From an optimization exercise on the open Yosys and OpenROAD flow, aimed at small area, a short achievable clock period and few clock cycles; shortcuts taken in it are not production practice. In this exercise RTL edits were held to simulation tests only and were not proved equivalent to the original. No activity file was given, so power comes from the tool's default toggle rates.

File: flow/config.mk
export PLATFORM = sky130hd
export DESIGN_NAME = wildcard_name_matcher
export DESIGN_NICKNAME = wildcard_name_matcher
export VERILOG_FILES = /design/flow/design.v
export SDC_FILE = /design/flow/constraint.sdc
export NUM_CORES = 4
export LEC_CHECK = 0
export CAP_MARGIN = 20
export CORE_MARGIN = 2
export CORE_UTILIZATION = 40
export CTS_CLUSTER_DIAMETER = 100
export CTS_CLUSTER_SIZE = 25
export SETUP_SLACK_MARGIN = 3.0
export SLEW_MARGIN = 20
File: flow/constraint.sdc
create_clock -name core_clock -period 5.0 [get_ports {i_clk}]
set_input_delay 1.0000 -clock core_clock [delete_from_list [all_inputs] [get_ports {i_clk}]]
set_output_delay 1.0000 -clock core_clock [all_outputs]
set_load 0.01 [all_outputs]
File: flow/design.v
`timescale 1ns / 1ps
package wnm_pkg;
    localparam int MAX_PATTERN = 32;
    localparam int POS_W       = MAX_PATTERN + 1;
    localparam int LEN_W       = $clog2(MAX_PATTERN + 1);
    localparam logic [7:0] ANY_ONE = 8'd63;
    localparam logic [7:0] ANY_RUN = 8'd42;
    localparam logic [7:0] CODE_ANY_ONE = 8'h2B;
    localparam logic CMD_LOAD = 1'b0;
    localparam logic CMD_NAME = 1'b1;
    typedef struct packed {
        logic matched;
        logic pattern_overflow;
    } t_result;
endpackage
`timescale 1ns / 1ps
module wnm_cell (
    input  logic       i_clk,
    input  logic       i_shift,
    input  logic [7:0] i_d,
    input  logic [7:0] i_ch,
    output logic [7:0] o_q,
    output logic       o_hit,
    output logic       o_star
);
    logic [7:0] r_byte;
    logic       wild;
    always_ff @(posedge i_clk) begin
        if (i_shift) begin
            r_byte <= i_d;
        end
    end
    assign wild   = (r_byte[7:1] == wnm_pkg::ANY_RUN[7:1]);
    assign o_q    = r_byte;
    assign o_star = wild && !r_byte[0];
    assign o_hit  = (wild && r_byte[0]) || (r_byte == i_ch);
endmodule
`timescale 1ns / 1ps
module wnm_out_skid (
    input  logic             i_clk,
    input  logic             i_rst_n,
    input  logic             i_push,
    input  logic             i_push_next,
    input  wnm_pkg::t_result i_data,
    output logic             o_ready,
    output logic             o_valid,
    input  logic             i_ready,
    output wnm_pkg::t_result o_data
);
    logic    r_out_valid;
    logic    n_out_valid;
    wnm_pkg::t_result r_out;
    wnm_pkg::t_result n_out;
    logic    r_skid_valid;
    logic    n_skid_valid;
    wnm_pkg::t_result r_skid;
    wnm_pkg::t_result n_skid;
    logic    out_free;
    logic    r_ready;
    assign out_free = !r_out_valid || i_ready;
    always_comb begin
        n_out_valid  = r_out_valid;
        n_out        = r_out;
        n_skid_valid = r_skid_valid;
        n_skid       = r_skid;
        if (out_free) begin
            if (r_skid_valid) begin
                n_out_valid  = 1'b1;
                n_out        = r_skid;
                n_skid_valid = i_push;
                n_skid       = i_data;
            end else begin
                n_out_valid  = i_push;
                n_out        = i_data;
            end
        end else if (i_push) begin
            n_skid_valid = 1'b1;
            n_skid       = i_data;
        end
    end
    always_ff @(posedge i_clk) begin
        if (!i_rst_n) begin
            r_out_valid  <= 1'b0;
            r_skid_valid <= 1'b0;
            r_ready      <= 1'b1;
        end else begin
            r_out_valid  <= n_out_valid;
            r_skid_valid <= n_skid_valid;
            r_ready      <= !n_out_valid || (!n_skid_valid && !i_push_next);
        end
    end
    always_ff @(posedge i_clk) begin
        r_out  <= n_out;
        r_skid <= n_skid;
    end
    assign o_ready = r_ready;
    assign o_valid = r_out_valid;
    assign o_data  = r_out;
endmodule
`timescale 1ns / 1ps
module wildcard_name_matcher (
    input  logic       i_clk,
    input  logic       i_rst_n,
    input  logic       i_valid,
    output logic       o_ready,
    input  logic       i_cmd,
    input  logic [7:0] i_ch,
    input  logic       i_last,
    output logic       o_valid,
    input  logic       i_ready,
    output logic       o_matched,
    output logic       o_pattern_overflow
);
    localparam int N  = wnm_pkg::MAX_PATTERN;
    localparam int LW = wnm_pkg::LEN_W;
    logic [LW-1:0]  r_cnt;            
    logic [LW-1:0]  r_len;            
    logic           r_lstar;          
    logic           r_ovf;
    logic           r_load_restart;
    logic           r_name_restart;
    logic [N:0]     r_act;
    logic           in_fire;
    logic           ch_swap;
    logic [7:0]     ch_code;
    logic           r_in_v;
    logic           r_in_cmd;
    logic [7:0]     r_in_ch;
    logic           r_in_last;
    logic           load_fire;
    logic           name_fire;
    logic           ch_star;
    logic [LW-1:0]  ld_cnt;
    logic [LW-1:0]  ld_len;
    logic           ld_lstar;
    logic           ld_ovf;
    logic           ld_room;
    logic           shift;
    logic [7:0]     d   [N+1];
    logic [N-1:0]   hit;
    logic [N-1:0]   star;
    logic [N:0]     start;
    logic [N:0]     cur;
    logic [N:0]     closed;
    logic [N:0]     step;
    logic           push;
    wnm_pkg::t_result push_data;
    wnm_pkg::t_result out_data;
    assign in_fire = i_valid && o_ready;
    assign ch_swap = (i_ch[7:5] == 3'b001) && i_ch[3] && (i_ch[1:0] == 2'b11) && (i_ch[4] == i_ch[2]);
    assign ch_code = ch_swap ? (i_ch ^ 8'b0001_0100) : i_ch;
    always_ff @(posedge i_clk) begin
        if (!i_rst_n) begin
            r_in_v <= 1'b0;
        end else begin
            r_in_v <= in_fire;
        end
    end
    always_ff @(posedge i_clk) begin
        r_in_cmd  <= i_cmd;
        r_in_ch   <= ch_code;
        r_in_last <= i_last;
    end
    assign load_fire = r_in_v && (r_in_cmd == wnm_pkg::CMD_LOAD);
    assign name_fire = r_in_v && (r_in_cmd == wnm_pkg::CMD_NAME);
    assign ch_star   = (r_in_ch == wnm_pkg::ANY_RUN);
    assign ld_cnt   = r_load_restart ? '0 : r_cnt;
    assign ld_len   = r_load_restart ? '0 : r_len;
    assign ld_lstar = !r_load_restart && r_lstar;
    assign ld_ovf   = !r_load_restart && r_ovf;
    assign ld_room  = (ld_cnt < LW'(N));
    assign shift    = load_fire && ld_room && !(ch_star && ld_lstar);
    assign d[0] = r_in_ch;
    for (genvar i = 0; i < N; i++) begin : g_cell
        wnm_cell u_cell (
            .i_clk   (i_clk),
            .i_shift (shift),
            .i_d     (d[i]),
            .i_ch    (r_in_ch),
            .o_q     (d[i+1]),
            .o_hit   (hit[i]),
            .o_star  (star[i])
        );
    end
    for (genvar q = 0; q <= N; q++) begin : g_pos
        assign start[q] = (r_len == LW'(q));
    end
    assign cur = r_name_restart ? start : r_act;
    for (genvar q = 0; q <= N; q++) begin : g_close
        if (q < N) begin : g_lo
            assign closed[q] = cur[q] || (cur[q+1] && star[q]);
        end else begin : g_hi
            assign closed[q] = cur[q];
        end
    end
    for (genvar q = 0; q <= N; q++) begin : g_step
        logic stay;
        logic move;
        if (q > 0) begin : g_stay
            assign stay = closed[q] && (star[q-1] || !name_fire);
        end else begin : g_nostay
            assign stay = closed[q] && !name_fire;
        end
        if (q < N) begin : g_move
            assign move = closed[q+1] && hit[q] && name_fire;
        end else begin : g_nomove
            assign move = 1'b0;
        end
        assign step[q] = stay || move;
    end
    always_ff @(posedge i_clk) begin
        r_act <= step;
    end
    assign push                       = name_fire && r_in_last;
    assign push_data.matched          = step[0] || (step[1] && star[0]);
    assign push_data.pattern_overflow = r_ovf;
    always_ff @(posedge i_clk) begin
        if (!i_rst_n) begin
            r_cnt          <= '0;
            r_len          <= '0;
            r_lstar        <= 1'b0;
            r_ovf          <= 1'b0;
            r_load_restart <= 1'b1;
            r_name_restart <= 1'b1;
        end else if (load_fire) begin
            r_cnt          <= ld_room ? ld_cnt + LW'(1) : ld_cnt;
            r_len          <= shift ? ld_len + LW'(1) : ld_len;
            r_lstar        <= shift ? ch_star : ld_lstar;
            r_ovf          <= ld_ovf || !ld_room;
            r_load_restart <= r_in_last;
            r_name_restart <= 1'b1;
        end else if (name_fire) begin
            r_name_restart <= r_in_last;
        end
    end
    wnm_out_skid u_out (
        .i_clk       (i_clk),
        .i_rst_n     (i_rst_n),
        .i_push      (push),
        .i_push_next (in_fire && (i_cmd == wnm_pkg::CMD_NAME) && i_last),
        .i_data      (push_data),
        .o_ready     (o_ready),
        .o_valid     (o_valid),
        .i_ready     (i_ready),
        .o_data      (out_data)
    );
    assign o_matched          = out_data.matched;
    assign o_pattern_overflow = out_data.pattern_overflow;
endmodule
File: flow/run.sh
#!/bin/bash
# synth_recipe.tcl (not shown) runs the flow's synth.tcl, then flattens the netlist and writes it again
# the make line also repeats each setting of config.mk as NAME=value (left out here)
make -C /OpenROAD-flow-scripts/flow DESIGN_CONFIG=/design/flow/config.mk WORK_HOME=/design/flow/orfs CLKGATE_MAP_FILE= SYNTH_SCRIPT=/design/flow/synth_recipe.tcl finish
==> impl_results.md, run 1 <==
* CTS Buf Count at 16
* Period utilisation layout at 41.4%
* Syn Nets at 1,141
* DRC violations left at 0
* Initial DRC count at 732
* Design Area, Final at 16,800 sq um
* Bufs on Longest Clock Path at 3
* IR drop worst, VDD at 0.196 mV
* Clock root cell: clkbuf_16
* Period minus WS final at 2.07 ns
* Worst skew pair latency at 0.52 ns
* DIE HEIGHT at 196 um
* Area Growth Syn to Fin at 13.7%
* Max Clk Rate at 0.483 GHz
* Final setup TNS at 0 ns
* Slowest CP cell: edfxtp_1
* Crit path max fanout at 1
* Synthesized netlist cell count at 1,125
* Placed cells at 1,568
* Setup violations, final at 0
* Post-route ant nets at 0
* Site Rows at 70
* Hold WC Path Type: register to register
* Async SR Flop Fraction at 0%
* Vias per inst at 5.60
* P_sw at 0.00111 W
* Routability cong. at 0.745
* Status: finished clean
* Nets at 1,174
* CP required at 4.00 ns
* Crit path DAT at 1.07 ns
* DR WL/cell at 21.1 um
* Initial antenna violation count at 0
* Clock transition at path regs at 0.10 ns
* Critical path buffer and inverter count at 1
* Worst hold slack at 0.495 ns
* Fin cells at 1,636
* Clk_skew at 0.0230 ns
* Count of cell types in the netlist at 66
* CP Capture Type: output port
* Global-route wire length before repair at 52,700 um
* Main synth FF type: edfxtp_1
* Antenna diode count at 0
* Flops & latches, synth at 323
* Core Area at 36,500 sq um
* Multi-input logic area at 5620 sq um
* Post-CTS Hold Fix Bufs at 0
* GRT Total Usage at 17.5%
* Clock network fraction of total power at 30.5%
* Rel. slew slack at 56.3%
* Yosys Warn Count at 5
* Final-report hold violation count at 0
* Power per cell area at 291 nW/um^2
* Crit Path Category: register to output port
* RSZ-0062 raised after global routing: yes
* Switching share of power at 22.6%
* Pre-CTS setup slack at 2.29 ns
* Largest net degree at the start of global routing at 57
* Share of post-route cells with drive strength above 1 at 9.76%
* Register area share after synthesis at 61.3%
* Syn avg cell area at 13.2 sq um
* Crit-path cells: buf_2
* Die area at 38,600 sq um
* CP Launch Type: register
* # fillers at 3,151
* Detailed placement HPWL at 20,200 um
* I/O Buffers at 17
* FF/Latch Area at 9090 sq um
* Reg power frac at 61.6%
* Synthesized cell area at 14,800 sq um
* CTS tree: yes
* DRT Wirelength at 34,500 um
* Die width at 196 um
* Clk sinks at 323
* Slew @ Worst Pin at 0.653 ns
* Cell Int Power at 0.00380 W
* P_leak at 5.05 nW
* Max stage delay on crit path at 0.40 ns
* Vias in the first global route at 9,252
* GRT overflow at 0
* Area after DPL at 15,500 sq um
* Via count at 9,155
* Largest delay share family, worst path: flip-flops
* CTS H-tree lvls at 1
* Number of synthesized flops with an enable pin at 260
* Starting Density at 40.5%
* Ports at 18
* Comb power frac at 7.9%
* Total iterations of the first detailed-routing run at 5
* Final slew viol count at 0
* Max-cap violations at 0
* PnR worst setup slack at 2.93 ns
[cell type report]
cell class,instances,share of cell area [%]
clock buffer,28,2.83
inverter,8,0.216
multi-input combinational,742,33.4
sequential,323,54.0
tap,468,3.48
timing repair buffer,67,6.08
[placed cells by master, fill, tap and decap left out, types with 7 or more instances in the layout]
master           count
a22oi_1             21
a32o_1              22
a32oi_1             12
and2_1               9
buf_12               8
buf_16               7
buf_4               18
clkbuf_1            10
clkbuf_16           26
clkdlybuf4s50_1     13
dfxtp_1             49
dfxtp_2             11
edfxtp_1           260
nand2_1             55
nand2b_1             8
nand3_1             29
nand4_1             54
nor2_1              22
nor2b_1              8
nor3_1               7
nor3b_1             24
nor4_1              13
nor4bb_1            26
o21ai_0             51
o31ai_1             21
xnor2_1            208
xor2_1              51
[cell usage after synthesis, types with 4 or more instances]
cell | count | area share (%)
or4_1 | 4 | 0.20
nand3_1 | 29 | 0.98
xor2_1 | 51 | 3.0
o21ai_0 | 51 | 1.7
nor2b_1 | 13 | 0.55
a21oi_1 | 6 | 0.20
and2_1 | 10 | 0.42
inv_1 | 7 | 0.18
nor4_1 | 14 | 0.59
o22ai_1 | 6 | 0.25
a22oi_1 | 21 | 1.1
nand4_1 | 54 | 2.3
buf_2 | 29 | 0.98
nor4bb_1 | 27 | 1.8
nor3_1 | 8 | 0.27
clkbuf_1 | 22 | 0.56
o31ai_1 | 22 | 1.1
nand2b_1 | 8 | 0.34
nand2_1 | 55 | 1.4
a32oi_1 | 13 | 0.77
edfxtp_1 | 260 | 53
nor2_1 | 24 | 0.61
a32o_1 | 22 | 1.5
xnor2_1 | 208 | 12
nor3b_1 | 25 | 1.3
a21boi_1 | 6 | 0.30
mux2i_1 | 4 | 0.27
o211ai_1 | 4 | 0.20
dfxtp_1 | 63 | 8.5
nand4bb_1 | 5 | 0.38
[routing by layer]
layer  routed length [um]  global-route usage, %  up-vias
li1                     -                      -     4329
met1                15200                   23.4     4557
met2                16900                   30.0      204
met3                 1340                   1.88       65
met4                 1050                   5.53        0
met5                    0                      0        -
[logic make-up after synthesis]
| group | share of synthesized area (%) |
|---|---|
| mux | 0.347 |
| xor+xnor | 15.3 |
| flops | 61.3 |
| buf+inv | 1.77 |
| compound gates | 8.97 |
| simple gates | 12.2 |
| fa+ha+maj | 0.169 |
[flip-flops by register name (all words and copies together) (netlist names)]
name / cells
r_ovf: 1
u_out.r_out_valid: 1
r_in_v: 1
u_out.r_ready: 1
r_in_last: 1
r_lstar: 1
r_act: 33
r_in_ch: 8
u_out.r_skid_valid: 1
u_out.r_skid: 2
r_cnt: 6
g_cell.u_cell.r_byte: 256
r_in_cmd: 1
u_out.r_out: 2
r_len: 6
r_name_restart: 1
r_load_restart: 1
[power by group through the flow]
stage	combinational [W]	clock (W)	sequential [W]
floorplan	0.000250	0	0.00306
global placement	0.000314	0	0.00308
detailed placement	0.000319	0	0.00308
CTS	0.000365	0.00153	0.00302
global route	0.000416	0.00162	0.00303
finish	0.000388	0.00150	0.00302
[worst paths after layout]
check,startpoint,endpoint,slack [ns],depth (start not counted)
setup reg to reg,r_in_ch[0]$_DFF_P_,g_cell[14].u_cell.r_byte[4]$_DFFE_PP_,2.95,7
setup / recovery,u_out.r_out[1]$_DFFE_PN_,o_matched,2.93,1
hold / removal,r_ovf$_SDFFE_PN0P_,u_out.r_skid[0]$_DFFE_PP_,0.49,0
hold reg to reg,r_ovf$_SDFFE_PN0P_,u_out.r_skid[0]$_DFFE_PP_,0.49,0
[metrics by stage]
step	total power [W]	util [%]
6_report	0.00490	46.1
5_1_grt	0.00507	46.1
4_1_cts	0.00492	45.1
3_5_place_dp	0.00340	42.4
3_3_place_gp	0.00340	42.4
2_1_floorplan	0.00331	-
[what timing repair did]
action | in CTS | in global routing
pin swaps | 5 | 7
gates cloned | 7 | 12
resized for setup | 62 | 27
endpoints found under the setup margin | 295 | 253
buffers inserted | 19 | 2
Testbench counts, summed over its fixed seeds: cycles 32,708.
==> inputs of run 2 (changes only) <==
--- a/flow/config.mk
+++ b/flow/config.mk
@@ -12,3 +12,3 @@
 export CTS_CLUSTER_SIZE = 25
-export SETUP_SLACK_MARGIN = 3.0
+export SETUP_SLACK_MARGIN = 2.95
 export SLEW_MARGIN = 20
==> run 2 against run 1 <==
  * Register-to-register slack better by 0.03 ns
  * Non-clock buffer count shrank 9
  * Routed wire length is 1.3% lower
  * Largest power group unchanged
  * Critical endpoint unchanged
  * First-iteration DRC count down 8.7%
  * Sequential share of layout area grew 0.73 points
  * Combinational power down 4%
  * Global-route usage barely moved
  * Die area unchanged
  * Synthesized cell count did not move
  * Cell count shrank 0.55%
==> impl_results.md, run 2 <==
* Status: finished clean (unchanged)
* CTS tree: yes (unchanged)
* Largest delay share family, worst path: flip-flops (unchanged)
* Routability cong. at 0.745 (unchanged)
* Worst R2R Path Depth at 7 (unchanged)
* Final setup TNS at 0 ns (unchanged)
* Bufs on Longest Clock Path at 3 (unchanged)
* Fin cells at 1,627 (was 1,636)
* Synthesized netlist cell count at 1,125 (unchanged)
* Max-cap violations at 0 (unchanged)
* Global-route wire length before repair at 52,600 um (was 52,700 um)
* Critical path buffer and inverter count at 1 (unchanged)
* Clock transition at path regs at 0.10 ns (about the same)
* Clk_skew at 0.0229 ns (was 0.0230 ns)
* Hold WC Path Type: register to register (unchanged)
* Vias per inst at 5.56 (was 5.60)
* Die area at 38,600 sq um (unchanged)
* Setup violations, final at 0 (unchanged)
* Origin of the critical flop-to-flop path: r_in_ch[0]$_DFF_P_ (unchanged)
* Via count at 9,047 (was 9,155)
* Slew @ Worst Pin at 0.660 ns (was 0.653 ns)
* Final-report hold violation count at 0 (unchanged)
* Post-route ant nets at 0 (unchanged)
* Period minus WS final at 2.07 ns (about the same)
* # fillers at 3,167 (was 3,151)
* Syn avg cell area at 13.2 sq um (unchanged)
* FF-to-FF End: g_cell[8].u_cell.r_byte[6]$_DFFE_PP_ (was g_cell[14].u_cell.r_byte[4]$_DFFE_PP_)
* Rel. slew slack at 55.9% (was 56.3%)
* Initial DRC count at 668 (was 732)
* Post-CTS Hold Fix Bufs at 0 (unchanged)
* Clock network fraction of total power at 30.6% (was 30.5%)
* Nets at 1,165 (was 1,174)
* Share of post-route cells with drive strength above 1 at 8.97% (was 9.76%)
* P_sw at 0.00110 W (was 0.00111 W)
* Design Area, Final at 16,600 sq um (was 16,800 sq um)
* Core Area at 36,500 sq um (unchanged)
* Crit path DAT at 1.07 ns (about the same)
* Syn Nets at 1,141 (unchanged)
* Clock root cell: clkbuf_16 (unchanged)
* Worst skew pair latency at 0.52 ns (about the same)
* Crit path max fanout at 1 (unchanged)
* Max FFs per register at 256 (unchanged)
* Antenna diode count at 0 (unchanged)
* Number of synthesized flops with an enable pin at 260 (unchanged)
* RSZ-0062 raised after global routing: yes (unchanged)
* DRT Wirelength at 34,100 um (was 34,500 um)
* Comb power frac at 7.6% (was 7.9%)
* Period utilisation layout at 41.4% (about the same)
* Count of cell types in the netlist at 66 (unchanged)
* Synth top area share at 52.7% (unchanged)
* P_leak at 4.95 nW (was 5.05 nW)
* Commonest non-fill, non-tap cell in the layout: edfxtp_1 (unchanged)
* Register area share after synthesis at 61.3% (unchanged)
* CP required at 4.00 ns (about the same)
* Area after DPL at 15,500 sq um (unchanged)
* Power per cell area at 294 nW/um^2 (was 291 nW/um^2)
* Max stage delay on crit path at 0.40 ns (about the same)
* Starting Density at 40.5% (unchanged)
* Crit Path Category: register to output port (unchanged)
* Hold Path Origin: r_ovf$_SDFFE_PN0P_ (unchanged)
* Synthesized cell area at 14,800 sq um (unchanged)
* CP Launch Type: register (unchanged)
* Hold endpoint: u_out.r_skid[0]$_DFFE_PP_ (unchanged)
* DRC violations left at 0 (unchanged)
* Area Growth Syn to Fin at 12.2% (was 13.7%)
* GRT overflow at 0 (unchanged)
* Reg power frac at 61.8% (was 61.6%)
* Flop-to-flop setup slack at 2.98 ns (was 2.95 ns)
* Biggest regs: g_cell.u_cell.r_byte x256, r_act x33, r_in_ch x8 (unchanged)
* Hold path cells at 0 (unchanged)
* Cell Int Power at 0.00379 W (was 0.00380 W)
* Async SR Flop Fraction at 0% (unchanged)
* Slowest CP cell: edfxtp_1 (unchanged)
* Largest net degree at the start of global routing at 85 (was 57)
* Die width at 196 um (unchanged)
* CTS H-tree lvls at 1 (unchanged)
* Yosys Warn Count at 5 (unchanged)
* DR WL/cell at 20.9 um (was 21.1 um)
* Main synth FF type: edfxtp_1 (unchanged)
* Initial antenna violation count at 0 (unchanged)
* Yosys top cell by area: edfxtp_1 (unchanged)
* DIE HEIGHT at 196 um (unchanged)
* GRT Total Usage at 17.5% (about the same)
* Reg with most FFs: g_cell.u_cell.r_byte (unchanged)
* Flops & latches, synth at 323 (unchanged)
* Max Clk Rate at 0.483 GHz (about the same)
* Vias in the first global route at 9,249 (was 9,252)
* Detailed placement HPWL at 20,200 um (unchanged)
* CP Capture Type: output port (unchanged)
* Final Util at 45.5% (was 46.1%)
* Synth top area cells: edfxtp_1, xnor2_1, dfxtp_1, xor2_1, nand4_1 (unchanged)
* Total iterations of the first detailed-routing run at 5 (unchanged)
* Switching share of power at 22.5% (was 22.6%)
* Clk sinks at 323 (unchanged)
* Ports at 18 (unchanged)
* Crit-path cells: buf_2 (unchanged)
* Commonest non-fill, non-tap cells in the layout: edfxtp_1, xnor2_1, nand2_1 (unchanged)
* Placed cells at 1,568 (unchanged)
* Count leader, synth: edfxtp_1 (unchanged)
* Top cells by count, synth: edfxtp_1, xnor2_1, dfxtp_1 (unchanged)
* Site Rows at 70 (unchanged)
* Final slew viol count at 0 (unchanged)
* IR drop worst, VDD at 0.197 mV (was 0.196 mV)
* I/O Buffers at 17 (unchanged)
* CTS Buf Count at 16 (unchanged)
[run 2: what timing repair did]
action / in CTS / in global routing
buffers inserted: 16 / 4
pin swaps: 3 / 8
gates resized for setup: 53 / 25
setup endpoints to repair: 289 / 254
cloned: 6 / 5
[run 2: area by class of cell]
type                    count  area, sq um  share of cell area [%]
flip-flops and latches    323         9090                    54.8
repair buffers             58          802                    4.83
inverters                   8         36.3                   0.219
multi-input cells         742         5610                    33.8
clock buffers              28          477                    2.87
well taps                 468          586                    3.53
[run 2: per-layer routing]
metal | vias to the layer above | part of all wire (%) | GRT usage [%]
li1 | 4310 | - | -
met1 | 4520 | 45 | 23.3
met2 | 166 | 49 | 30.1
met3 | 51 | 3.7 | 2.04
met4 | 0 | 2.6 | 5.42
met5 | - | 0 | 0
[run 2: power groups by stage]
| stage | clock, W | combinational [W] | sequential (W) |
|---|---|---|---|
| 2_1_floorplan | 0 | 0.000250 | 0.00306 |
| 3_3_place_gp | 0 | 0.000314 | 0.00308 |
| 3_5_place_dp | 0 | 0.000319 | 0.00308 |
| 4_1_cts | 0.00153 | 0.000359 | 0.00302 |
| 5_1_grt | 0.00162 | 0.000400 | 0.00303 |
| 6_report | 0.00150 | 0.000371 | 0.00302 |
[run 2: metrics by stage]
| stage | setup slack [ns] | total power, W | hold WS, ns |
|---|---|---|---|
| after floorplan | -0.419 | 0.00331 | 0.406 |
| after global placement | 2.35 | 0.00340 | 0.467 |
| after detailed placement | 2.29 | 0.00340 | 0.452 |
| after CTS | 2.90 | 0.00491 | 0.495 |
| after global routing | 2.88 | 0.00505 | 0.520 |
| final | 2.93 | 0.00489 | 0.495 |
[run 2: how the worst max path moves through the flow]
stage               slack [ns]                                     to  depth (start not counted)                     start
floorplan                -0.42   g_cell[0].u_cell.r_byte[0]$_DFFE_PP_                          5        r_in_ch[2]$_DFF_P_
global placement          2.35  g_cell[18].u_cell.r_byte[1]$_DFFE_PP_                          6        r_in_ch[1]$_DFF_P_
detailed placement        2.29  g_cell[21].u_cell.r_byte[5]$_DFFE_PP_                          6        r_in_ch[1]$_DFF_P_
CTS                       2.90                              o_matched                          1  u_out.r_out[1]$_DFFE_PN_
global route              2.88                              o_matched                          1  u_out.r_out[1]$_DFFE_PN_
finish                    2.93                              o_matched                          1  u_out.r_out[1]$_DFFE_PN_
[run 2: logic make-up after synthesis]
kind of cell | Yosys count | share of synthesized area (%)
DFF | 323 | 61.3
and+or+nand+nor | 293 | 12.2
xor gates and xnor gates | 259 | 15.3
AOI/OAI and AO/OA | 183 | 8.97
buffers and inverters | 60 | 1.77
muxes | 5 | 0.347
adders and majority gates | 2 | 0.169
==> inputs of run 3 (changes only) <==
--- a/flow/config.mk
+++ b/flow/config.mk
@@ -10,4 +10,4 @@
 export CORE_UTILIZATION = 40
-export CTS_CLUSTER_DIAMETER = 100
-export CTS_CLUSTER_SIZE = 25
+export CTS_CLUSTER_DIAMETER = 150
+export CTS_CLUSTER_SIZE = 30
 export SETUP_SLACK_MARGIN = 2.95
==> run 3 against run 2 <==
  * Still clean on timing, DRC and antenna
  * Global-route usage decreased by 0.097 points
  * Synthesized cell count is the same
  * Cell count decreased by 0.37%
  * Maximum frequency rose by 0.53%
  * Register-to-register slack barely moved
  * Routed wire length fell by 1.4%
  * Worst hold slack got worse by 0.0067 ns
  * Utilization down 0.35 points
  * Clock power fell by 7%
  * Worst setup slack better by 0.011 ns
  * Flip-flop and latch count is the same
==> impl_results.md, run 3 <==
* Antenna diode count at 0 (unchanged)
* Met2 Track Usage GR at 30.2% (was 30.1%)
* Area Growth Syn to Fin at 11.3% (was 12.2%)
* Period minus WS final at 2.06 ns (was 2.07 ns)
* DR WL/cell at 20.7 um (was 20.9 um)
* Crit Path Category: register to output port (unchanged)
* CTS tree: yes (unchanged)
* Initial DRC count at 780 (was 668)
* Nets at 1,161 (was 1,165)
* Post-route ant nets at 0 (unchanged)
* Final-report hold violation count at 0 (unchanged)
* Register area share after synthesis at 61.3% (unchanged)
* Clock transition at path regs at 0.11 ns (was 0.10 ns)
* Syn Nets at 1,141 (unchanged)
* Final slew viol count at 0 (unchanged)
* Critical path buffer and inverter count at 1 (unchanged)
* Clk_skew at 0.0169 ns (was 0.0229 ns)
* CTS Buf Count at 14 (was 16)
* Routability cong. at 0.745 (unchanged)
* GRT overflow at 0 (unchanged)
* Max Clk Rate at 0.485 GHz (was 0.483 GHz)
* IR drop worst, VDD at 0.280 mV (was 0.197 mV)
* Origin of the critical flop-to-flop path: g_cell[2].u_cell.r_byte[6]$_DFFE_PP_ (was r_in_ch[0]$_DFF_P_)
* CP Capture Type: output port (unchanged)
* Clk sinks at 323 (unchanged)
* CTS H-tree lvls at 1 (unchanged)
* Async SR Flop Fraction at 0% (unchanged)
* Number of cells on the critical path at 1 (unchanged)
* Syn avg cell area at 13.2 sq um (unchanged)
* Reg with most FFs: g_cell.u_cell.r_byte (unchanged)
* Largest delay share family, worst path: flip-flops (unchanged)
* Max stage delay on crit path at 0.40 ns (about the same)
* Yosys top cell by area: edfxtp_1 (unchanged)
* P_leak at 4.90 nW (was 4.95 nW)
* Share of post-route cells with drive strength above 1 at 8.76% (was 8.97%)
* Global-route wire length before repair at 52,500 um (was 52,600 um)
* Starting Density at 40.5% (unchanged)
* Power per cell area at 290 nW/um^2 (was 294 nW/um^2)
* Detailed placement HPWL at 20,200 um (unchanged)
* Site Rows at 70 (unchanged)
* Slowest CP cell: edfxtp_1 (unchanged)
* CP Launch Type: register (unchanged)
* FF-to-FF End: u_out.r_out[1]$_DFFE_PN_ (was g_cell[8].u_cell.r_byte[6]$_DFFE_PP_)
* Period utilisation layout at 41.2% (was 41.4%)
* Total iterations of the first detailed-routing run at 5 (unchanged)
* Biggest regs: g_cell.u_cell.r_byte x256, r_act x33, r_in_ch x8 (unchanged)
* Bufs on Longest Clock Path at 3 (unchanged)
* Max FFs per register at 256 (unchanged)
* Synth top area share at 52.7% (unchanged)
* Die width at 196 um (unchanged)
* Crit path from: u_out.r_out[1]$_DFFE_PN_ (unchanged)
* Via count at 9,019 (was 9,047)
* Main synth FF type: edfxtp_1 (unchanged)
* DRT Wirelength at 33,600 um (was 34,100 um)
* Count leader, synth: edfxtp_1 (unchanged)
* Crit-path cells: buf_2 (unchanged)
* Met1 GRT Util at 23.8% (was 23.3%)
* DIE HEIGHT at 196 um (unchanged)
* Top Usage Layer GRT: met2 (unchanged)
* Count of cell types in the netlist at 66 (unchanged)
* I/O Buffers at 17 (unchanged)
* Synthesized netlist cell count at 1,125 (unchanged)
* GRT Total Usage at 17.4% (was 17.5%)
* Met3 Track Usage GR at 1.59% (was 2.04%)
* Crit path max fanout at 1 (unchanged)
* Flops & latches, synth at 323 (unchanged)
* Yosys Warn Count at 5 (unchanged)
* Status: finished clean (unchanged)
* CP required at 4.00 ns (about the same)
* Commonest non-fill, non-tap cells in the layout: edfxtp_1, xnor2_1, nand2_1 (unchanged)
* Hold WC Path Type: register to register (unchanged)
* Final Util at 45.1% (was 45.5%)
* Ports at 18 (unchanged)
* DRC violations left at 0 (unchanged)
* Core Area at 36,500 sq um (unchanged)
* Critical path endpoint: o_matched (unchanged)
* Flop-to-flop setup slack at 2.99 ns (was 2.98 ns)
* Clock root cell: clkbuf_16 (unchanged)
* Setup violations, final at 0 (unchanged)
* Crit path DAT at 1.06 ns (was 1.07 ns)
* Largest net degree at the start of global routing at 85 (unchanged)
* Vias per inst at 5.56 (about the same)
* Rel. slew slack at 56.2% (was 55.9%)
* Worst R2R Path Depth at 5 (was 7)
* RSZ-0062 raised after global routing: yes (unchanged)
* Top cells by count, synth: edfxtp_1, xnor2_1, dfxtp_1 (unchanged)
* Initial antenna violation count at 0 (unchanged)
* Worst skew pair latency at 0.51 ns (was 0.52 ns)
* Final setup TNS at 0 ns (unchanged)
* Die area at 38,600 sq um (unchanged)
* Vias in the first global route at 9,143 (was 9,249)
* Slew @ Worst Pin at 0.655 ns (was 0.660 ns)
* Synthesized cell area at 14,800 sq um (unchanged)
* Number of synthesized flops with an enable pin at 260 (unchanged)
* Max-cap violations at 0 (unchanged)
* Commonest non-fill, non-tap cell in the layout: edfxtp_1 (unchanged)
* Synth top area cells: edfxtp_1, xnor2_1, dfxtp_1, xor2_1, nand4_1 (unchanged)
[run 3: cell types whose count changed in the layout (fill, tap and decap cells not counted), sizes merged]
cell	previous run	this run
clkbuf	33	25
buf	38	39
inv	7	8
[run 3: cell type report]
| type | count | area, sq um |
|---|---|---|
| fill | 3180 | 20000 |
| sequential | 323 | 9090 |
| multi-input combinational | 742 | 5610 |
| timing repair buffer | 56 | 734 |
| tap | 468 | 586 |
| clock buffer | 23 | 405 |
| inverter | 8 | 36.3 |
| clock inverter | 1 | 8.76 |
[run 3: routing by layer]
metal  vias to the layer above  wire length, um
met5                         -                0
met4                         0              475
met3                        31             1220
met2                       166            16500
met1                      4530            15400
li1                       4292                -
[run 3: kinds of logic after synthesis]
logic type | after synthesis | synth area share [%]
flip-flops | 323 | 61.3
AND/OR/NAND/NOR | 293 | 12.2
XOR/XNOR | 259 | 15.3
AO/OA/AOI/OAI | 183 | 8.97
buffers and inverters | 60 | 1.77
multiplexers | 5 | 0.347
adder cells (fa/ha/maj) | 2 | 0.169
[run 3: worst register-to-register path: stages, from the launching register on]
cell and delay [ns]:
edfxtp_1 0.43, nand4b_1 0.25, or4_4 0.47, o31ai_4 0.23
a32oi_2 0.16, o311ai_1 0.29
[run 3: how the worst min path moves through the flow]
stage,from,end,slack [ns],cells past startpoint
4_1_cts,r_ovf$_SDFFE_PN0P_,u_out.r_skid[0]$_DFFE_PP_,0.49,0
5_1_grt,g_cell[13].u_cell.r_byte[4]$_DFFE_PP_,g_cell[14].u_cell.r_byte[4]$_DFFE_PP_,0.52,0
3_3_place_gp,r_ovf$_SDFFE_PN0P_,u_out.r_skid[0]$_DFFE_PP_,0.47,0
6_report,r_ovf$_SDFFE_PN0P_,u_out.r_skid[0]$_DFFE_PP_,0.49,0
3_5_place_dp,r_ovf$_SDFFE_PN0P_,u_out.r_skid[0]$_DFFE_PP_,0.45,0
2_1_floorplan,r_in_ch[4]$_DFF_P_,g_cell[0].u_cell.r_byte[4]$_DFFE_PP_,0.41,0
[run 3: power by group]
| part | switching (W) | internal [W] |
|---|---|---|
| clock network | 0.000814 | 0.000573 |
| registers | 0.0000633 | 0.00296 |
| logic | 0.000198 | 0.000168 |
| total | 0.00108 | 0.00370 |
[run 3: repair_timing]
| item | 4_1_cts | 5_1_grt |
|---|---|---|
| cloned | 6 | 2 |
| pin swaps | 3 | 9 |
| gates resized for setup | 55 | 24 |
| buffers inserted | 17 | 4 |
| setup endpoints to repair | 286 | 147 |
| hold buffers | 0 | 0 |
[run 3: per-stage QoR]
| step | instances | hold slack [ns] | cell area, sq um | worst slack, ns | total power (W) |
|---|---|---|---|---|---|
| after floorplan | 1125 | 0.406 | 14900 | -0.419 | 0.00331 |
| after CTS | 1615 | 0.490 | 16300 | 2.91 | 0.00481 |
| final | 1621 | 0.488 | 16500 | 2.94 | 0.00477 |
| after detailed placement | 1568 | 0.452 | 15500 | 2.29 | 0.00340 |
| after global routing | 1621 | 0.517 | 16500 | 2.88 | 0.00494 |
| after global placement | 1568 | 0.467 | 15500 | 2.35 | 0.00340 |
==> inputs of run 4 (changes only) <==
--- a/flow/config.mk
+++ b/flow/config.mk
@@ -10,5 +10,5 @@
 export CORE_UTILIZATION = 40
-export CTS_CLUSTER_DIAMETER = 150
-export CTS_CLUSTER_SIZE = 30
-export SETUP_SLACK_MARGIN = 2.95
+export CTS_CLUSTER_DIAMETER = 100
+export CTS_CLUSTER_SIZE = 25
+export SETUP_SLACK_MARGIN = 2.9
 export SLEW_MARGIN = 20
==> run 4 against run 3 <==
  * Clock skew grew 0.0065 ns
  * Non-clock buffer count shrank 3
  * Routed wire length grew 1.6%
  * Design area is essentially flat
  * Combinational power shrank 1%
  * Synthesized cell count is the same
  * Total power grew 2.2%
  * Die area is the same
  * Via count grew 0.37%
  * Flip-flop and latch count is the same
  * Critical endpoint is now g_cell[18].u_cell.r_byte[0]$_DFFE_PP_
==> impl_results.md, run 4 <==
* Synth top area share at 52.7% (unchanged)
* Max Clk Rate at 0.479 GHz (was 0.485 GHz)
* Period utilisation layout at 41.7% (was 41.2%)
* Synth top area cells: edfxtp_1, xnor2_1, dfxtp_1, xor2_1, nand4_1 (unchanged)
* Share of post-route cells with drive strength above 1 at 7.97% (was 8.76%)
* Origin of the critical flop-to-flop path: r_in_ch[0]$_DFF_P_ (was g_cell[2].u_cell.r_byte[6]$_DFFE_PP_)
* Main synth FF type: edfxtp_1 (unchanged)
* Clk sinks at 323 (unchanged)
* Reg with most FFs: g_cell.u_cell.r_byte (unchanged)
* Synthesized cell area at 14,800 sq um (unchanged)
* DRT Wirelength at 34,100 um (was 33,600 um)
* Hold WC Path Type: register to register (unchanged)
* Count of cell types in the netlist at 66 (unchanged)
* Yosys Warn Count at 5 (unchanged)
* Syn avg cell area at 13.2 sq um (unchanged)
* Die width at 196 um (unchanged)
* Bufs on Longest Clock Path at 3 (unchanged)
* Routability cong. at 0.745 (unchanged)
* Final-report hold violation count at 0 (unchanged)
* FF/Latch Area at 9090 sq um (about the same)
* CP Launch Type: register (unchanged)
* Vias per inst at 5.58 (was 5.56)
* Crit Path Category: register to register (was register to output port)
* Setup violations, final at 0 (unchanged)
* Antenna diode count at 0 (unchanged)
* Period minus WS final at 2.09 ns (was 2.06 ns)
* Max stage delay on crit path at 0.36 ns (was 0.40 ns)
* Hold Path Origin: r_ovf$_SDFFE_PN0P_ (unchanged)
* Rel. slew slack at 53.3% (was 56.2%)
* Status: finished clean (unchanged)
* Fin cells at 1,622 (was 1,621)
* Worst hold slack at 0.486 ns (was 0.488 ns)
* CP required at 5.25 ns (was 4.00 ns)
* Crit-path cells: buf_12, nor4bb_4, a31oi_4, o21ai_4, clkinvlp_4, buf_6, buf_16 (was buf_2)
* Starting Density at 40.5% (unchanged)
* Tot Pwr at 0.00488 W (was 0.00477 W)
* Top cells by count, synth: edfxtp_1, xnor2_1, dfxtp_1 (unchanged)
* Initial DRC count at 670 (was 780)
* Power per cell area at 296 nW/um^2 (was 290 nW/um^2)
* P_leak at 4.89 nW (was 4.90 nW)
* DIE HEIGHT at 196 um (unchanged)
* Clk_skew at 0.0233 ns (was 0.0169 ns)
* Synthesized netlist cell count at 1,125 (unchanged)
* Yosys top cell by area: edfxtp_1 (unchanged)
* Register area share after synthesis at 61.3% (unchanged)
* Async SR Flop Fraction at 0% (unchanged)
* Total iterations of the first detailed-routing run at 5 (unchanged)
* Crit path DAT at 2.33 ns (was 1.06 ns)
* Via count at 9,052 (was 9,019)
* Clock root cell: clkbuf_16 (unchanged)
* CTS H-tree lvls at 1 (unchanged)
* Count leader, synth: edfxtp_1 (unchanged)
* Crit path max fanout at 44 (was 1)
* CP Capture Type: register (was output port)
* Critical path buffer and inverter count at 4 (was 1)
* Vias in the first global route at 9,147 (was 9,143)
* Max FFs per register at 256 (unchanged)
* Crit path from: r_in_ch[0]$_DFF_P_ (was u_out.r_out[1]$_DFFE_PN_)
* # fillers at 3,197 (was 3,180)
* PnR worst setup slack at 2.91 ns (was 2.94 ns)
* DRC violations left at 0 (unchanged)
* Flops & latches, synth at 323 (unchanged)
* CTS tree: yes (unchanged)
* Multi-input logic area at 5590 sq um (was 5610 sq um)
* Worst skew pair latency at 0.52 ns (was 0.51 ns)
* Core Area at 36,500 sq um (unchanged)
* Placed cells at 1,568 (unchanged)
* Ports at 18 (unchanged)
* Clock transition at path regs at 0.10 ns (was 0.11 ns)
* Site Rows at 70 (unchanged)
* IR drop worst, VDD at 0.187 mV (was 0.280 mV)
* Max-cap violations at 0 (unchanged)
* Final setup TNS at 0 ns (unchanged)
* Slew @ Worst Pin at 0.698 ns (was 0.655 ns)
* Global-route wire length before repair at 51,500 um (was 52,500 um)
* GRT Total Usage at 17.0% (was 17.4%)
* I/O Buffers at 17 (unchanged)
* Largest delay share family, worst path: buffers and inverters (was flip-flops)
* Initial antenna violation count at 0 (unchanged)
* CTS Buf Count at 16 (was 14)
* Pre-CTS setup slack at 2.29 ns (unchanged)
* Commonest non-fill, non-tap cell in the layout: edfxtp_1 (unchanged)
* GRT overflow at 0 (unchanged)
* Largest net degree at the start of global routing at 85 (unchanged)
* Commonest non-fill, non-tap cells in the layout: edfxtp_1, xnor2_1, nand2_1 (unchanged)
* Post-route ant nets at 0 (unchanged)
* Nets at 1,160 (was 1,161)
* Syn Nets at 1,141 (unchanged)
* Final slew viol count at 0 (unchanged)
* Number of synthesized flops with an enable pin at 260 (unchanged)
* DR WL/cell at 21.0 um (was 20.7 um)
* RSZ-0062 raised after global routing: yes (unchanged)
* Biggest regs: g_cell.u_cell.r_byte x256, r_act x33, r_in_ch x8 (unchanged)
* Detailed placement HPWL at 20,200 um (unchanged)
* Area Growth Syn to Fin at 11.3% (about the same)
* Slowest CP cell: dfxtp_4 (was edfxtp_1)
* Die area at 38,600 sq um (unchanged)
run 4: metrics by stage:
stage / cell area [sq um] / util, %
floorplan: 14900 / -
global placement: 15500 / 42.4
detailed placement: 15500 / 42.4
CTS: 16200 / 44.4
finish: 16500 / 45.1
global route: 16500 / 45.1
run 4: layout make-up:
type / count / area share, %
flip-flops and latches: 323 / 55.2
multi-input cells: 742 / 33.9
repair buffers: 53 / 4.26
well taps: 468 / 3.55
clock buffers: 28 / 2.89
inverters: 8 / 0.205
run 4: repair_timing:
action                                  in CTS  in global routing
pin swaps                                    3                  3
hold buffers                                 0                  0
resized for setup                           41                 18
gates cloned                                 3                  8
buffers inserted                            11                  4
endpoints found under the setup margin     277                272
run 4: kinds of logic (layout without fill, tap and decap cells):
group	Yosys count	count (layout)	share of synthesized area (%)
buffers and inverters	60	89	1.77
and+or+nand+nor	293	293	12.2
AOI/OAI and AO/OA	183	183	8.97
adders and majority gates	2	2	0.169
xor gates and xnor gates	259	259	15.3
muxes	5	5	0.347
DFF	323	323	61.3
run 4: report_power, final:
group	internal [W]	switching, W	total, W
combinational	0.000163	0.000199	0.000362
sequential	0.00296	0.0000628	0.00302
clock	0.000659	0.000838	0.00150
total	0.00378	0.00110	0.00488
run 4: worst paths after layout:
check        depth (start not counted)  slack, ns                                     to
max                                  7       2.91  g_cell[18].u_cell.r_byte[0]$_DFFE_PP_
min                                  0       0.49              u_out.r_skid[0]$_DFFE_PP_
max reg2reg                          7       2.91  g_cell[18].u_cell.r_byte[0]$_DFFE_PP_
min reg2reg                          0       0.49              u_out.r_skid[0]$_DFFE_PP_
run 4: routing by layer:
metal	up-vias	share of wire (%)	global-route usage [%]	wire (um)
met4	0	2.6	4.88	895
met2	175	49	29.3	16700
met5	-	0	0	0
met3	53	3.9	1.88	1330
li1	4291	-	-	-
met1	4533	45	22.7	15200
==> inputs of run 5 (changes only) <==
==> flow/flow/run.sh (new file) <==
#!/bin/bash
# Standard ORFS layout (the standard.sh), with cell resizing during repair
# allowed to change a cell's footprint (the platform default restricts it).
set -euo pipefail
bash standard.sh synth > synth.log 2>&1
bash standard.sh MATCH_CELL_FOOTPRINT=0 finish > layout.log 2>&1
==> flow/standard.sh (new file) <==
#!/bin/bash
# synth_recipe.tcl (not shown) runs the flow's synth.tcl, then flattens the netlist and writes it again
# the make line also repeats each setting of config.mk as NAME=value (left out here)
make -C /OpenROAD-flow-scripts/flow DESIGN_CONFIG=/design/flow/config.mk WORK_HOME=/design/flow/orfs CLKGATE_MAP_FILE= SYNTH_SCRIPT=/design/flow/synth_recipe.tcl "${@:-finish}"
removed: flow/run.sh
==> run 5 against run 4 <==
  * Routed wire length grew 4.0%
  * Still clean on timing, DRC and antenna
  * Combinational power grew 8.3%
  * Synthesized area is the same
  * Utilization grew 0.85 points
  * Cell count grew 1.4%
  * First-iteration DRC count shrank 4.9%
  * Count of clock-buffer cells in the layout shrank 2
  * Largest power group unchanged
  * Highest routed layer unchanged
==> impl_results.md, run 5 <==
* Status: finished clean (unchanged)
* Largest delay share family, worst path: buffers and inverters (unchanged)
* Clk sinks at 323 (unchanged)
* CP required at 5.28 ns (was 5.25 ns)
* Rel. slew slack at 53.6% (was 53.3%)
* Yosys top cell by area: edfxtp_1 (unchanged)
* Slowest CP cell: dfxtp_4 (unchanged)
* Syn Nets at 1,141 (unchanged)
* Largest net degree at the start of global routing at 98 (was 85)
* Ports at 18 (unchanged)
* Biggest regs: g_cell.u_cell.r_byte x256, r_act x33, r_in_ch x8 (unchanged)
* RSZ-0062 raised after global routing: yes (unchanged)
* P_sw at 0.00111 W (was 0.00110 W)
* Number of synthesized flops with an enable pin at 260 (unchanged)
* Clk_skew at 0.0266 ns (was 0.0233 ns)
* Flops & latches, synth at 323 (unchanged)
* Top cells by count, synth: edfxtp_1, xnor2_1, dfxtp_1 (unchanged)
* Final slew viol count at 0 (unchanged)
* Site Rows at 70 (unchanged)
* DRT Wirelength at 35,500 um (was 34,100 um)
* Crit Path Category: register to register (unchanged)
* Final Util at 46.0% (was 45.1%)
* Yosys Warn Count at 5 (unchanged)
* Comb power frac at 8.0% (was 7.4%)
* Crit path max fanout at 26 (was 44)
* Vias per inst at 5.60 (was 5.58)
* Commonest non-fill, non-tap cell in the layout: edfxtp_1 (unchanged)
* Initial antenna violation count at 0 (unchanged)
* CP Capture Type: register (unchanged)
* Placed cells at 1,569 (was 1,568)
* Register area share after synthesis at 61.3% (unchanged)
* P_leak at 5.07 nW (was 4.89 nW)
* Switching share of power at 22.8% (was 22.6%)
* Via count at 9,212 (was 9,052)
* Antenna diode count at 0 (unchanged)
* Tot Pwr at 0.00488 W (about the same)
* Routability cong. at 0.776 (was 0.745)
* IR drop worst, VDD at 0.268 mV (was 0.187 mV)
* Core Area at 36,500 sq um (unchanged)
* DIE HEIGHT at 196 um (unchanged)
* DRC violations left at 0 (unchanged)
* Worst skew pair latency at 0.53 ns (was 0.52 ns)
* # fillers at 3,184 (was 3,197)
* Clock transition at path regs at 0.10 ns (about the same)
* Die width at 196 um (unchanged)
* Max-cap violations at 0 (unchanged)
* I/O Buffers at 17 (unchanged)
* GRT overflow at 0 (unchanged)
* Max FFs per register at 256 (unchanged)
* Power per cell area at 291 nW/um^2 (was 296 nW/um^2)
* Clock network fraction of total power at 30.1% (was 30.7%)
* Reg with most FFs: g_cell.u_cell.r_byte (unchanged)
* CTS tree: yes (unchanged)
* Design Area, Final at 16,800 sq um (was 16,500 sq um)
* Final-report hold violation count at 0 (unchanged)
* Clock root cell: clkbuf_16 (unchanged)
* Slew @ Worst Pin at 0.694 ns (was 0.698 ns)
* GRT Total Usage at 18.1% (was 17.0%)
* Flop-to-flop setup slack at 2.87 ns (was 2.91 ns)
* Area after DPL at 15,500 sq um (about the same)
* Cell Int Power at 0.00377 W (was 0.00378 W)
* Crit path DAT at 2.41 ns (was 2.33 ns)
* Pre-CTS setup slack at 2.35 ns (was 2.29 ns)
* Starting Density at 40.5% (unchanged)
* Initial DRC count at 637 (was 670)
* Global-route wire length before repair at 54,600 um (was 51,500 um)
* Vias in the first global route at 9,401 (was 9,147)
* Crit-path cells: buf_12, nor4bb_4, a31oi_4, o21ai_4, clkinvlp_4, buf_12, clkbuf_16 (was buf_12, nor4bb_4, a31oi_4, o21ai_4, clkinvlp_4, buf_6, buf_16)
* Area Growth Syn to Fin at 13.4% (was 11.3%)
* Setup violations, final at 0 (unchanged)
* CTS H-tree lvls at 1 (unchanged)
* Count of cell types in the netlist at 66 (unchanged)
* Count leader, synth: edfxtp_1 (unchanged)
* Period minus WS final at 2.13 ns (was 2.09 ns)
* Commonest non-fill, non-tap cells in the layout: edfxtp_1, xnor2_1, nand2_1 (unchanged)
* Nets at 1,184 (was 1,160)
* Share of post-route cells with drive strength above 1 at 9.77% (was 7.97%)
* Synth top area cells: edfxtp_1, xnor2_1, dfxtp_1, xor2_1, nand4_1 (unchanged)
* Detailed placement HPWL at 20,500 um (was 20,200 um)
* Synthesized cell area at 14,800 sq um (unchanged)
* Bufs on Longest Clock Path at 3 (unchanged)
* Hold WC Path Type: register to register (unchanged)
* PnR worst setup slack at 2.87 ns (was 2.91 ns)
* Most used cell, CP: buf_12
* Post-CTS Hold Fix Bufs at 0 (unchanged)
* Fin cells at 1,645 (was 1,622)
* Synth top area share at 52.7% (unchanged)
* CTS Buf Count at 16 (unchanged)
* Total iterations of the first detailed-routing run at 5 (unchanged)
* Max Clk Rate at 0.469 GHz (was 0.479 GHz)
* Post-route ant nets at 0 (unchanged)
* Die area at 38,600 sq um (unchanged)
* Main synth FF type: edfxtp_1 (unchanged)
* DR WL/cell at 21.6 um (was 21.0 um)
* Synthesized netlist cell count at 1,125 (unchanged)
* Syn avg cell area at 13.2 sq um (unchanged)
* CP Launch Type: register (unchanged)
* Async SR Flop Fraction at 0% (unchanged)
* Critical path buffer and inverter count at 4 (unchanged)
* Max stage delay on crit path at 0.36 ns (about the same)
* Reg power frac at 61.9% (about the same)
* Period utilisation layout at 42.6% (was 41.7%)
==> run 5: path summary, 6_finish.rpt <==
| path | startpoint | endpoint | cells past startpoint |
|---|---|---|---|
| max | r_in_ch[0]$_DFF_P_ | g_cell[9].u_cell.r_byte[6]$_DFFE_PP_ | 7 |
| min | r_ovf$_SDFFE_PN0P_ | u_out.r_skid[0]$_DFFE_PP_ | 0 |
| max reg2reg | r_in_ch[0]$_DFF_P_ | g_cell[9].u_cell.r_byte[6]$_DFFE_PP_ | 7 |
| min reg2reg | r_ovf$_SDFFE_PN0P_ | u_out.r_skid[0]$_DFFE_PP_ | 0 |
==> run 5: timing repair <==
item | 4_1_cts | 5_1_grt
endpoints found under the setup margin | 282 | 225
pin swaps | 4 | 3
setup buffers | 22 | 7
cloned | 7 | 13
resized for setup | 39 | 31
==> run 5: cell type report <==
cell class / count / area [sq um] / area share (%)
Inverter: 8 / 33.8 / 0.201
Multi-Input combinational cell: 742 / 5580 / 33.3
Tap cell: 468 / 586 / 3.49
Timing Repair Buffer: 77 / 1020 / 6.11
Sequential cell: 323 / 9090 / 54.2
Clock inverter: 1 / 16.3 / 0.0969
Clock buffer: 26 / 448 / 2.67
==> run 5: cells by family after synthesis <==
kind of cell,synth area share [%]
AO/OA/AOI/OAI,8.97
multiplexers,0.347
flip-flops,61.3
adder cells (fa/ha/maj),0.169
buffers and inverters,1.77
XOR/XNOR,15.3
AND/OR/NAND/NOR,12.2
==> run 5: routing by layer <==
metal	part of all wire (%)	GRT usage, %
met1	46	25.1
met2	48	30.6
met3	3.4	1.97
met4	2.6	4.49
met5	0	0
==> run 5: through the flow <==
step / TNS, ns / hold WS (ns)
finish: 0 / 0.486
global route: 0 / 0.504
CTS: 0 / 0.492
detailed placement: 0 / 0.477
global placement: 0 / 0.470
floorplan: -102.53 / 0.406
==> run 5: power groups by stage <==
stage                     sequential [W]  combinational, W  clock (W)
after floorplan                  0.00306          0.000251          0
after global placement           0.00308          0.000312          0
after detailed placement         0.00309          0.000316          0
after CTS                        0.00302          0.000364    0.00150
after global routing             0.00303          0.000422    0.00160
final                            0.00302          0.000392    0.00147
==> run 5: worst reg2reg max path, cell delays in order (launching register included) <==
cell and delay, ns:
dfxtp_4 0.36, buf_12 0.12, nor4bb_4 0.35, a31oi_4 0.15
o21ai_4 0.19, clkinvlp_4 0.27, buf_12 0.23, clkbuf_16 0.21
==> inputs of run 6 (changes only) <==
==> flow/flow/run.sh (replaced) <==
#!/bin/bash
# The standard layout (standard.sh), except that the ports are buffered with
# sky130_fd_sc_hd__buf_4 instead of the cell buffer_ports picks by default.
set -euo pipefail
bash standard.sh synth > synth.log 2>&1
bash standard.sh 'BUFFER_PORTS_ARGS=-buffer_cell sky130_fd_sc_hd__buf_4' finish > layout.log 2>&1
==> run 6 against run 5 <==
  * Worst setup slack better by 0.047 ns
  * Flip-flop and latch count stayed put
  * Synthesized cell count stayed put
  * Non-clock buffer count is 27 lower
  * Clock power is 3% higher
  * Global-route usage is 0.91 points lower
  * First-iteration DRC count is 5.8% lower
  * Critical path depth is 6 lower
  * Total power hardly changed
==> impl_results.md, run 6 <==
* Critical path buffer and inverter count at 1 (was 4)
* Nets at 1,157 (was 1,184)
* Ports at 18 (unchanged)
* Count leader, synth: edfxtp_1 (unchanged)
* Die area at 38,600 sq um (unchanged)
* Origin of the critical flop-to-flop path: r_in_ch[0]$_DFF_P_ (unchanged)
* Async SR Flop Fraction at 0% (unchanged)
* Clk sinks at 323 (unchanged)
* Total iterations of the first detailed-routing run at 5 (unchanged)
* Bufs on Longest Clock Path at 3 (unchanged)
* Clock root cell: clkbuf_16 (unchanged)
* PnR worst setup slack at 2.91 ns (was 2.87 ns)
* CTS Buf Count at 16 (unchanged)
* Commonest non-fill, non-tap cells in the layout: edfxtp_1, xnor2_1, nand2_1 (unchanged)
* Crit-path cells: buf_6 (was buf_12, nor4bb_4, a31oi_4, o21ai_4, clkinvlp_4, buf_12, clkbuf_16)
* Crit path DAT at 1.09 ns (was 2.41 ns)
* Synth top area cells: edfxtp_1, xnor2_1, dfxtp_1, xor2_1, nand4_1 (unchanged)
* Yosys Warn Count at 5 (unchanged)
* Syn Nets at 1,141 (unchanged)
* DIE HEIGHT at 196 um (unchanged)
* Global-route wire length before repair at 52,300 um (was 54,600 um)
* Hold path cells at 0 (unchanged)
* Worst hold slack at 0.497 ns (was 0.486 ns)
* Vias per inst at 5.63 (was 5.60)
* Share of post-route cells with drive strength above 1 at 8.77% (was 9.77%)
* Routability cong. at 0.745 (was 0.776)
* Top Usage Layer GRT: met2 (unchanged)
* Largest delay share family, worst path: flip-flops (was buffers and inverters)
* DRT Wirelength at 33,100 um (was 35,500 um)
* Max stage delay on crit path at 0.42 ns (was 0.36 ns)
* P_leak at 4.88 nW (was 5.07 nW)
* Site Rows at 70 (unchanged)
* Clock transition at path regs at 0.10 ns (about the same)
* Biggest regs: g_cell.u_cell.r_byte x256, r_act x33, r_in_ch x8 (unchanged)
* Clk_skew at 0.0164 ns (was 0.0266 ns)
* Hold Path Origin: g_cell[10].u_cell.r_byte[3]$_DFFE_PP_ (was r_ovf$_SDFFE_PN0P_)
* Slew @ Worst Pin at 0.679 ns (was 0.694 ns)
* DRC violations left at 0 (unchanged)
* GRT overflow at 0 (unchanged)
* Crit path max fanout at 1 (was 26)
* Worst skew pair latency at 0.52 ns (was 0.53 ns)
* Period minus WS final at 2.09 ns (was 2.13 ns)
* Final slew viol count at 0 (unchanged)
* Period utilisation layout at 41.7% (was 42.6%)
* Worst R2R Path Depth at 7 (unchanged)
* RSZ-0062 raised after global routing: yes (unchanged)
* Flops & latches, synth at 323 (unchanged)
* Main synth FF type: edfxtp_1 (unchanged)
* Synthesized cell area at 14,800 sq um (unchanged)
* CTS tree: yes (unchanged)
* DR WL/cell at 20.5 um (was 21.6 um)
* Power per cell area at 298 nW/um^2 (was 291 nW/um^2)
* Max FFs per register at 256 (unchanged)
* Synth top area share at 52.7% (unchanged)
* Number of cells on the critical path at 1 (was 7)
* Via count at 9,116 (was 9,212)
* Slowest CP cell: edfxtp_1 (was dfxtp_4)
* Placed cells at 1,569 (unchanged)
* Fin cells at 1,619 (was 1,645)
* IR drop worst, VDD at 0.217 mV (was 0.268 mV)
* Starting Density at 40.5% (unchanged)
* Detailed placement HPWL at 19,800 um (was 20,500 um)
* Core Area at 36,500 sq um (unchanged)
* CP Launch Type: register (unchanged)
* GRT Total Usage at 17.2% (was 18.1%)
* Hold endpoint: g_cell[11].u_cell.r_byte[3]$_DFFE_PP_ (was u_out.r_skid[0]$_DFFE_PP_)
* Area Growth Syn to Fin at 10.5% (was 13.4%)
* Final setup TNS at 0 ns (unchanged)
* Initial antenna violation count at 0 (unchanged)
* Status: finished clean (unchanged)
* Initial DRC count at 600 (was 637)
* Largest net degree at the start of global routing at 58 (was 98)
* Antenna diode count at 0 (unchanged)
* Met3 Track Usage GR at 1.83% (was 1.97%)
* FF-to-FF End: g_cell[20].u_cell.r_byte[2]$_DFFE_PP_ (was g_cell[9].u_cell.r_byte[6]$_DFFE_PP_)
* Yosys top cell by area: edfxtp_1 (unchanged)
* Met1 GRT Util at 23.7% (was 25.1%)
* Vias in the first global route at 9,273 (was 9,401)
* Flop-to-flop setup slack at 2.93 ns (was 2.87 ns)
* Rel. slew slack at 54.7% (was 53.6%)
* Final-report hold violation count at 0 (unchanged)
* Register area share after synthesis at 61.3% (unchanged)
* Number of synthesized flops with an enable pin at 260 (unchanged)
* Setup violations, final at 0 (unchanged)
* CTS H-tree lvls at 1 (unchanged)
* Crit Path Category: register to output port (was register to register)
* CP Capture Type: output port (was register)
* Met2 Track Usage GR at 29.0% (was 30.6%)
* CP required at 4.00 ns (was 5.28 ns)
* Max Clk Rate at 0.480 GHz (was 0.469 GHz)
* Commonest non-fill, non-tap cell in the layout: edfxtp_1 (unchanged)
* Post-route ant nets at 0 (unchanged)
* Synthesized netlist cell count at 1,125 (unchanged)
* Reg with most FFs: g_cell.u_cell.r_byte (unchanged)
* Max-cap violations at 0 (unchanged)
* Die width at 196 um (unchanged)
* Hold WC Path Type: register to register (unchanged)
* I/O Buffers at 17 (unchanged)
* Syn avg cell area at 13.2 sq um (unchanged)
* Pre-CTS setup slack at 2.35 ns (about the same)
* Count of cell types in the netlist at 66 (unchanged)
* Top cells by count, synth: edfxtp_1, xnor2_1, dfxtp_1 (unchanged)
-- run 6: cell counts after synthesis --
Identical to the previous run, type by type.
-- run 6: cell families after synthesis --
group | synth area share [%]
compound gates | 8.97
xor+xnor | 15.3
fa+ha+maj | 0.169
flops | 61.3
simple gates | 12.2
buf+inv | 1.77
mux | 0.347
-- run 6: how the worst max path moves through the flow --
stage	start	endpoint	slack, ns
floorplan	r_in_ch[2]$_DFF_P_	g_cell[0].u_cell.r_byte[0]$_DFFE_PP_	-0.42
global placement	r_in_ch[1]$_DFF_P_	g_cell[0].u_cell.r_byte[3]$_DFFE_PP_	2.38
detailed placement	r_in_ch[1]$_DFF_P_	g_cell[0].u_cell.r_byte[7]$_DFFE_PP_	2.35
CTS	r_len[4]$_SDFFE_PN0P_	r_act[18]$_DFF_P_	2.86
global route	r_in_ch[0]$_DFF_P_	g_cell[20].u_cell.r_byte[7]$_DFFE_PP_	2.85
finish	u_out.r_out[1]$_DFFE_PN_	o_matched	2.91
-- run 6: routing by layer --
| metal | vias to the layer above | routed length (um) |
|---|---|---|
| li1 | 4274 | - |
| met3 | 57 | 1180 |
| met2 | 185 | 15900 |
| met1 | 4600 | 15200 |
| met5 | - | 0 |
| met4 | 0 | 779 |
-- run 6: area by class of cell --
class                           instances  area (sq um)
Fill cell                            3262         20200
Clock buffer                           28           477
Inverter                                8          33.8
Sequential cell                       323          9080
Timing Repair Buffer                   50           614
Tap cell                              468           586
Multi-Input combinational cell        742          5560
-- run 6: stage by stage --
step / utilization [%] / cell area (sq um) / power (W)
2_1_floorplan: - / 14900 / 0.00331
3_3_place_gp: 42.3 / 15400 / 0.00339
3_5_place_dp: 42.3 / 15400 / 0.00340
4_1_cts: 44.4 / 16200 / 0.00491
5_1_grt: 44.8 / 16400 / 0.00504
6_report: 44.8 / 16400 / 0.00488
-- run 6: where the power goes --
part           switching (W)  internal, W
Combinational       0.000194     0.000157
Sequential         0.0000610      0.00296
Clock               0.000849     0.000659
-- run 6: timing repair --
action | CTS | global route
hold endpoints to repair | 0 | 0
setup endpoints to repair | 273 | 279
gates cloned | 3 | 3
pin swaps | 3 | 2
resized for setup | 25 | 19
setup buffers | 12 | 4
hold buffers | 0 | 0
==> inputs of run 7 (changes only) <==
==> flow/run.sh (new file) <==
#!/bin/bash
# synth_recipe.tcl (not shown) runs the flow's synth.tcl, then flattens the netlist and writes it again
# the make line also repeats each setting of config.mk as NAME=value (left out here)
make -C /OpenROAD-flow-scripts/flow DESIGN_CONFIG=/design/flow/config.mk WORK_HOME=/design/flow/orfs CLKGATE_MAP_FILE= SYNTH_SCRIPT=/design/flow/synth_recipe.tcl finish
--- a/flow/config.mk
+++ b/flow/config.mk
@@ -9,6 +9,7 @@
 export CORE_MARGIN = 2
-export CORE_UTILIZATION = 40
+export CORE_UTILIZATION = 65
 export CTS_CLUSTER_DIAMETER = 100
 export CTS_CLUSTER_SIZE = 25
-export SETUP_SLACK_MARGIN = 2.9
+export PLACE_DENSITY = 0.75
+export SETUP_SLACK_MARGIN = 2.95
 export SLEW_MARGIN = 20
removed: flow/flow/run.sh
removed: flow/standard.sh
==> run 7 against run 6 <==
  * Still clean
  * Combinational power grew 7.1%
  * Die area down 38%
  * Routed wire length down 2.9%
  * Utilization is 29 points higher
  * Critical path type is now register to register
  * Largest cell class unchanged
  * Largest power group unchanged
==> impl_results.md, run 7 <==
* Top Usage Layer GRT: met2 (unchanged)
* DR WL/cell at 22.1 um (was 20.5 um)
* Max Clk Rate at 0.476 GHz (was 0.480 GHz)
* Count of cell types in the netlist at 66 (unchanged)
* Slowest CP cell: nor4bb_4 (was edfxtp_1)
* Main synth FF type: edfxtp_1 (unchanged)
* Syn avg cell area at 13.2 sq um (unchanged)
* Comb power frac at 7.8% (was 7.2%)
* Met2 Track Usage GR at 44.3% (was 29.0%)
* Reg power frac at 62.2% (was 61.9%)
* RSZ-0062 raised after global routing: yes (unchanged)
* Detailed placement HPWL at 19,200 um (was 19,800 um)
* Number of cells on the critical path at 6 (was 1)
* Clock transition at path regs at 0.10 ns (about the same)
* Max FFs per register at 256 (unchanged)
* Yosys Warn Count at 5 (unchanged)
* Number of synthesized flops with an enable pin at 260 (unchanged)
* Site Rows at 55 (was 70)
* Final slew viol count at 0 (unchanged)
* Nets at 1,176 (was 1,157)
* DIE HEIGHT at 155 um (was 196 um)
* Commonest non-fill, non-tap cell in the layout: edfxtp_1 (unchanged)
* Status: finished clean (unchanged)
* Critical path buffer and inverter count at 3 (was 1)
* Met1 GRT Util at 35.0% (was 23.7%)
* Max-cap violations at 0 (unchanged)
* Vias in the first global route at 8,901 (was 9,273)
* Synthesized netlist cell count at 1,125 (unchanged)
* Power per cell area at 294 nW/um^2 (was 298 nW/um^2)
* CTS H-tree lvls at 1 (unchanged)
* Count leader, synth: edfxtp_1 (unchanged)
* Crit path DAT at 2.37 ns (was 1.09 ns)
* Worst hold slack at 0.491 ns (was 0.497 ns)
* CP required at 5.27 ns (was 4.00 ns)
* GRT Total Usage at 25.6% (was 17.2%)
* Slew @ Worst Pin at 0.693 ns (was 0.679 ns)
* Max stage delay on crit path at 0.38 ns (was 0.42 ns)
* Largest delay share family, worst path: buffers and inverters (was flip-flops)
* Starting Density at 65.8% (was 40.5%)
* CP Launch Type: register (unchanged)
* Synth top area cells: edfxtp_1, xnor2_1, dfxtp_1, xor2_1, nand4_1 (unchanged)
* Final setup TNS at 0 ns (unchanged)
* Origin of the critical flop-to-flop path: r_in_ch[0]$_DFF_P_ (unchanged)
* Bufs on Longest Clock Path at 3 (unchanged)
* Clk sinks at 323 (unchanged)
* Period utilisation layout at 42.0% (was 41.7%)
* Reg with most FFs: g_cell.u_cell.r_byte (unchanged)
* Crit-path cells: nor4bb_4, a31oi_4, o21ai_4, clkinvlp_4, buf_12, clkbuf_16 (was buf_6)
* DRC violations left at 0 (unchanged)
## run 7: worst reg2reg max path, delay by kind of cell, from the launching register on
family | cells | cell delay [ns]
AOI/OAI and AO/OA | 2 | 0.41
buffers and inverters | 3 | 0.71
DFF | 1 | 0.36
and+or+nand+nor | 1 | 0.38
## run 7: worst min-delay path by stage
stage | from | endpoint | slack (ns) | depth (start not counted)
CTS | r_ovf$_SDFFE_PN0P_ | u_out.r_skid[0]$_DFFE_PP_ | 0.49 | 0
floorplan | r_in_ch[4]$_DFF_P_ | g_cell[0].u_cell.r_byte[4]$_DFFE_PP_ | 0.41 | 0
detailed placement | r_ovf$_SDFFE_PN0P_ | u_out.r_skid[0]$_DFFE_PP_ | 0.47 | 0
finish | g_cell[17].u_cell.r_byte[5]$_DFFE_PP_ | g_cell[18].u_cell.r_byte[5]$_DFFE_PP_ | 0.49 | 0
global route | g_cell[17].u_cell.r_byte[3]$_DFFE_PP_ | g_cell[18].u_cell.r_byte[3]$_DFFE_PP_ | 0.51 | 0
global placement | r_ovf$_SDFFE_PN0P_ | u_out.r_skid[0]$_DFFE_PP_ | 0.46 | 0
## run 7: area by class of cell
cell class	instances	area [sq um]
Timing Repair Buffer	66	981
Inverter	8	33.8
Timing Repair inverter	3	22.5
Sequential cell	323	9080
Clock buffer	28	477
Multi-Input combinational cell	742	5560
Fill cell	1459	5990
Tap cell	285	357
## run 7: what timing repair did
item | in CTS | in global routing
setup endpoints to repair | 274 | 242
hold buffers | 0 | 0
setup buffers | 10 | 5
resized for setup | 42 | 23
pin swaps | 3 | 3
gates cloned | 3 | 21
## run 7: through the flow
step                instances  instance area, sq um  total power [W]  worst slack, ns
finish                   1455                 16500          0.00485             2.90
global route             1455                 16500          0.00500             2.82
CTS                      1429                 15900          0.00483             2.95
detailed placement       1388                 15300          0.00340             2.05
global placement         1388                 15300          0.00339             2.10
floorplan                1125                 14900          0.00331           -0.419
## run 7: power by group through the flow
stage / registers (W) / logic (W) / clock network (W)
after floorplan: 0.00306 / 0.000250 / 0
after global placement: 0.00308 / 0.000313 / 0
after detailed placement: 0.00308 / 0.000320 / 0
after CTS: 0.00302 / 0.000335 / 0.00148
after global routing: 0.00303 / 0.000403 / 0.00157
final: 0.00302 / 0.000376 / 0.00146
## run 7: cell families after synthesis
| family | Yosys count | synth area share (%) |
|---|---|---|
| AOI/OAI and AO/OA | 183 | 8.97 |
| xor gates and xnor gates | 259 | 15.3 |
| adders and majority gates | 2 | 0.169 |
| buffers and inverters | 60 | 1.77 |
| DFF | 323 | 61.3 |
| muxes | 5 | 0.347 |
| and+or+nand+nor | 293 | 12.2 |
## run 7: routing by layer
| metal | up-vias | wire length (um) | part of all wire [%] |
|---|---|---|---|
| met5 | - | 0 | 0 |
| met4 | 0 | 741 | 2.3 |
| met3 | 53 | 1720 | 5.3 |
| met2 | 297 | 16200 | 50 |
| met1 | 4620 | 13500 | 42 |
| li1 | 4315 | - | - |
